This design comes from an exercise in tuning for small area, a short achievable clock period and few clock cycles per item on the open sky130 flow, not from production work.
The RTL was checked by simulation tests, not by an equivalence proof against the original design.
Power and IR drop assume default switching activity.

// rational_arithmetic_unit
module rational_arithmetic_unit (
  input  wire logic               clk,
  input  wire logic               rst_n,
  input  wire logic               in_valid,
  output logic                    in_ready,
  input  wire logic [2:0]         in_op,
  input  wire logic signed [31:0] in_a_num,
  input  wire logic [30:0]        in_a_den,
  input  wire logic signed [31:0] in_b_num,
  input  wire logic [30:0]        in_b_den,
  output logic                    out_valid,
  input  wire logic               out_ready,
  output logic signed [31:0]      out_res_num,
  output logic [30:0]             out_res_den,
  output logic                    out_less,
  output logic                    out_equal,
  output logic                    out_greater,
  output logic [1:0]              out_status
);
==> flow/config.mk <==
export PLATFORM = sky130hd
export DESIGN_NAME = rational_arithmetic_unit
export DESIGN_NICKNAME = rational_arithmetic_unit
export VERILOG_FILES = /design/flow/design.v
export SDC_FILE = /design/flow/constraint.sdc
export NUM_CORES = 4
export LEC_CHECK = 0
export CAP_MARGIN = 20
export CORE_MARGIN = 2
export CORE_UTILIZATION = 35
export SETUP_SLACK_MARGIN = 5
export SLEW_MARGIN = 20
==> flow/constraint.sdc <==
create_clock -name core_clock -period 11.0 [get_ports {clk}]
set_input_delay 2.2000 -clock core_clock [delete_from_list [all_inputs] [get_ports {clk}]]
set_output_delay 2.2000 -clock core_clock [all_outputs]
set_load 0.01 [all_outputs]
standard.sh (not shown) runs the stock make flow with config.mk's settings and CLKGATE_MAP_FILE= SYNTH_SCRIPT=/design/flow/synth_recipe.tcl, a recipe that flattens the netlist after the stock synthesis.
==> flow/flow/run.sh <==
#!/bin/bash
set -euo pipefail
sed -e 's/SETUP_SLACK_MARGIN=[0-9.]*/SETUP_SLACK_MARGIN=6.0/' standard.sh > standard_margin.sh
grep -q 'SETUP_SLACK_MARGIN=6.0' standard_margin.sh
bash standard_margin.sh > flow_make.log 2>&1
Testbench counts at the start, summed over its fixed seeds: cycles 45,001, items 2,400.
Edit:
--- a/flow/design.v
+++ b/flow/design.v
@@ -85,33 +85,31 @@
   output logic                        out_greater,
   output logic [1:0]                  out_status
 );
   logic          busy_r;
   logic [rau_pkg::XW-1:0] x_r, y_r;
   logic [rau_pkg::MW-1:0] c00_r, c01_r, c10_r, c11_r;
   logic          ovf_r, neg_r, lt_r, eq_r, gt_r;
   logic [1:0]    kind_r;
   logic [30:0]   thr_r;
   logic          out_valid_r;
   logic          pboth_r, pgt_r;    
   logic [3:0]    pj0_r, pj1_r;
-  logic          pact;
-  assign pact = pboth_r || (pj0_r != 4'd0) || (pj1_r != 4'd0);
   logic term, fin, out_free;
   logic below;     
-  assign below    = (x_r[62:31] == '0 && (x_r[30:0] & ~thr_r) == '0) ||
+  logic xz;        
+  assign xz       = (x_r == '0);
+  assign below    = (!xz && x_r[62:31] == '0 && (x_r[30:0] & ~thr_r) == '0) ||
                     (y_r[62:31] == '0 && (y_r[30:0] & ~thr_r) == '0);
-  logic xeq;
-  assign xeq      = (x_r == y_r);
-  assign term     = busy_r && ((kind_r != rau_pkg::K_GCD) || ovf_r || below || (xeq && !pact));
+  assign term     = busy_r && ((kind_r != rau_pkg::K_GCD) || ovf_r || below || xz);
   assign out_free = !out_valid_r;   
   assign fin      = term && out_free;
   assign can_take = !busy_r || fin;
   logic [rau_pkg::XW:0]   dxy;
   logic [rau_pkg::XW-1:0] dyx;
   logic [rau_pkg::MW:0]   sum0, sum1;
   assign dxy  = {1'b0, x_r} - {1'b0, y_r};
   assign dyx  = y_r - x_r;
   assign sum0 = {1'b0, c00_r} + {1'b0, c01_r};
   assign sum1 = {1'b0, c10_r} + {1'b0, c11_r};
   function automatic logic [3:0] ctze(input logic [KE-1:0] v);
     logic [3:0] n;
@@ -209,39 +207,32 @@
       gt_r   <= ld_gt;
       thr_r  <= ld_smear[62:32];
       pboth_r <= 1'b0;
       pgt_r   <= 1'b0;
       pj0_r   <= 4'd0;
       pj1_r   <= 4'd0;
       kind_r <= ld_cmp ? rau_pkg::K_CMP : (ld_t == '0) ? rau_pkg::K_ZDEN : (ld_s == '0) ? rau_pkg::K_ZNUM : rau_pkg::K_GCD;
     end else if (busy_r && !term) begin
       c00_r <= c00_n;
       c01_r <= c01_n;
       c10_r <= c10_n;
       c11_r <= c11_n;
-      ovf_r <= ovf_n;
-      if (xeq) begin
-        pboth_r <= 1'b0;
-        pgt_r   <= 1'b0;
-        pj0_r   <= 4'd0;
-        pj1_r   <= 4'd0;
-      end else begin
-        x_r     <= x_n;
-        y_r     <= y_n;
-        thr_r   <= thr_n;
-        pboth_r <= both_odd;
-        pgt_r   <= gt;
-        pj0_r   <= j0;
-        pj1_r   <= j1;
-      end
+      ovf_r   <= ovf_n;
+      x_r     <= x_n;
+      y_r     <= y_n;
+      thr_r   <= thr_n;
+      pboth_r <= both_odd;
+      pgt_r   <= gt;
+      pj0_r   <= j0;
+      pj1_r   <= j1;
     end
   end
   logic signed [31:0] num_n;
   logic [30:0]        den_n;
   logic [1:0]         st_n;
   always_comb begin
     num_n = '0;
     den_n = '0;
     st_n  = rau_pkg::ST_OK;
     unique case (kind_r)
       rau_pkg::K_ZDEN: st_n = rau_pkg::ST_ZDEN;
       rau_pkg::K_ZNUM: den_n = 31'd1;
Outcome: Die area rises by 0.41%. Cell count falls by about 1%. Routed wire length falls by about 3.2%. Clock-buffer cell count falls by 1. Cell area hardly moves. Via count falls by 1.1%. Sequential share of layout area is about the same. Total power falls by 3.8%. Global-route usage falls by 1.2 points. Register-to-register slack loses 70 ps. Area after synthesis rises by 0.42%. Setup slack loses 66 ps. Worst hold slack gains 9.6 ps. Critical path depth rises by 1.
Testbench counts after the change, summed over its fixed seeds: cycles 45,001, items 2,400.

the baseline:
rational_arithmetic_unit with an RTL version that a note above also has.
For scale: roughly 9700 cells after synthesis, roughly 740 flip-flops, about 79000 µm² of cells after synthesis.
Settings: LEC_CHECK=0, CAP_MARGIN=20, CORE_MARGIN=2, CORE_UTILIZATION=35, SETUP_SLACK_MARGIN=5, SLEW_MARGIN=20, TNS_END_PERCENT=20; clock period 11.0 ns.
==> flow/flow/run.sh <==
#!/bin/bash
set -euo pipefail
sed -e 's/SETUP_SLACK_MARGIN=[0-9.]*/SETUP_SLACK_MARGIN=6.5/' standard.sh > standard_margin.sh
grep -q 'SETUP_SLACK_MARGIN=6.5' standard_margin.sh
bash standard_margin.sh > flow_make.log 2>&1
Testbench counts of the baseline, summed over its fixed seeds: cycles 45,001, items 2,400.
The following lists how the candidate was set up differently from the baseline:
diff --git a/flow/design.v b/flow/design.v
--- a/flow/design.v
+++ b/flow/design.v
@@ -85,31 +85,33 @@
   output logic                        out_greater,
   output logic [1:0]                  out_status
 );
   logic          busy_r;
   logic [rau_pkg::XW-1:0] x_r, y_r;
   logic [rau_pkg::MW-1:0] c00_r, c01_r, c10_r, c11_r;
   logic          ovf_r, neg_r, lt_r, eq_r, gt_r;
   logic [1:0]    kind_r;
   logic [30:0]   thr_r;
   logic          out_valid_r;
   logic          pboth_r, pgt_r;    
   logic [3:0]    pj0_r, pj1_r;
+  logic          pact;
+  assign pact = pboth_r || (pj0_r != 4'd0) || (pj1_r != 4'd0);
   logic term, fin, out_free;
   logic below;     
-  logic xz;        
-  assign xz       = (x_r == '0);
-  assign below    = (!xz && x_r[62:31] == '0 && (x_r[30:0] & ~thr_r) == '0) ||
+  assign below    = (x_r[62:31] == '0 && (x_r[30:0] & ~thr_r) == '0) ||
                     (y_r[62:31] == '0 && (y_r[30:0] & ~thr_r) == '0);
-  assign term     = busy_r && ((kind_r != rau_pkg::K_GCD) || ovf_r || below || xz);
+  logic xeq;
+  assign xeq      = (x_r == y_r);
+  assign term     = busy_r && ((kind_r != rau_pkg::K_GCD) || ovf_r || below || (xeq && !pact));
   assign out_free = !out_valid_r;   
   assign fin      = term && out_free;
   assign can_take = !busy_r || fin;
   logic [rau_pkg::XW:0]   dxy;
   logic [rau_pkg::XW-1:0] dyx;
   logic [rau_pkg::MW:0]   sum0, sum1;
   assign dxy  = {1'b0, x_r} - {1'b0, y_r};
   assign dyx  = y_r - x_r;
   assign sum0 = {1'b0, c00_r} + {1'b0, c01_r};
   assign sum1 = {1'b0, c10_r} + {1'b0, c11_r};
   function automatic logic [3:0] ctze(input logic [KE-1:0] v);
     logic [3:0] n;
@@ -207,32 +209,39 @@
       gt_r   <= ld_gt;
       thr_r  <= ld_smear[62:32];
       pboth_r <= 1'b0;
       pgt_r   <= 1'b0;
       pj0_r   <= 4'd0;
       pj1_r   <= 4'd0;
       kind_r <= ld_cmp ? rau_pkg::K_CMP : (ld_t == '0) ? rau_pkg::K_ZDEN : (ld_s == '0) ? rau_pkg::K_ZNUM : rau_pkg::K_GCD;
     end else if (busy_r && !term) begin
       c00_r <= c00_n;
       c01_r <= c01_n;
       c10_r <= c10_n;
       c11_r <= c11_n;
-      ovf_r   <= ovf_n;
-      x_r     <= x_n;
-      y_r     <= y_n;
-      thr_r   <= thr_n;
-      pboth_r <= both_odd;
-      pgt_r   <= gt;
-      pj0_r   <= j0;
-      pj1_r   <= j1;
+      ovf_r <= ovf_n;
+      if (xeq) begin
+        pboth_r <= 1'b0;
+        pgt_r   <= 1'b0;
+        pj0_r   <= 4'd0;
+        pj1_r   <= 4'd0;
+      end else begin
+        x_r     <= x_n;
+        y_r     <= y_n;
+        thr_r   <= thr_n;
+        pboth_r <= both_odd;
+        pgt_r   <= gt;
+        pj0_r   <= j0;
+        pj1_r   <= j1;
+      end
     end
   end
   logic signed [31:0] num_n;
   logic [30:0]        den_n;
   logic [1:0]         st_n;
   always_comb begin
     num_n = '0;
     den_n = '0;
     st_n  = rau_pkg::ST_OK;
     unique case (kind_r)
       rau_pkg::K_ZDEN: st_n = rau_pkg::ST_ZDEN;
       rau_pkg::K_ZNUM: den_n = 31'd1;
### Flow results
- The candidate: full flow OK, the timing, design-rule and antenna checks passed
- Of the candidate and the baseline, the candidate shows the higher footprint of the multi-input gates, with the baseline below it.
- Die outline area (higher): the baseline
- Number of buffers inserted during clock tree synthesis (the candidate over the baseline): increase, 5.3%
- The placement-stage worst setup slack number comes out higher for the candidate vs the baseline.
- Going from the baseline to the candidate, buffer count excluding the clock tree in the final layout saw an increase, share of total power consumed by net switching saw an increase, fmax saw an increase, clock network fraction of total power saw little to no change.
- Cell area (higher): the candidate
- The estimated power of the candidate ends up higher than the estimate for the baseline.
- The run showing the greater worst hold slack after final layout is the candidate.
- The baseline -> the candidate: detailed-route wire length increased by a few percent
- Re signed area change from the synthesized netlist to the final layout: the candidate is 2.4 points up on the baseline.
- Cell count of the candidate exceeds that of the baseline slightly.
Testbench counts of the candidate, summed over its fixed seeds: cycles 45,001, items 2,400.

[separate check: timing with driven ports]
How much do the figures lean on ideal ports? The routed layouts below were timed once more, with nothing changed but the port constraints.
Step 1: set_driving_cell puts a clkbuf_16 on clk and a buf_2 on each other input, an assumption about the parent block.
Step 2 also shifts input and output timing later by t, the mid clock arrival at the registers, as if the neighbouring blocks saw the same clock.
Slacks: no drivers / after step 1 / after step 2; pairs: no drivers / after step 1.
| run | shift t [ns] | setup slack, ns | worst register clock-pin slew, ns | worst data-port slew with drivers (ns) | cell pins on the clock port's net |
|---|---|---|---|---|---|
| the first run of note 1 | 0.869 | 5.975 / 5.974 / 5.975 | 0.07 / 0.07 | 0.08 | 1 |
| the second run of note 1 | 0.837 | 5.909 / 5.909 / 5.768 | 0.07 / 0.07 | 0.08 | 1 |
| the baseline | 0.845 | 6.273 / 6.211 / 5.940 | 0.07 / 0.07 | 0.07 | 1 |
| the candidate | 0.861 | 6.333 / 6.319 / 5.981 | 0.07 / 0.07 | 0.08 | 1 |
After both steps every run listed still meets setup and hold. The setup slack of the candidate, which loses most, moves by -0.014 ns with the drivers and by -0.352 ns with both steps.
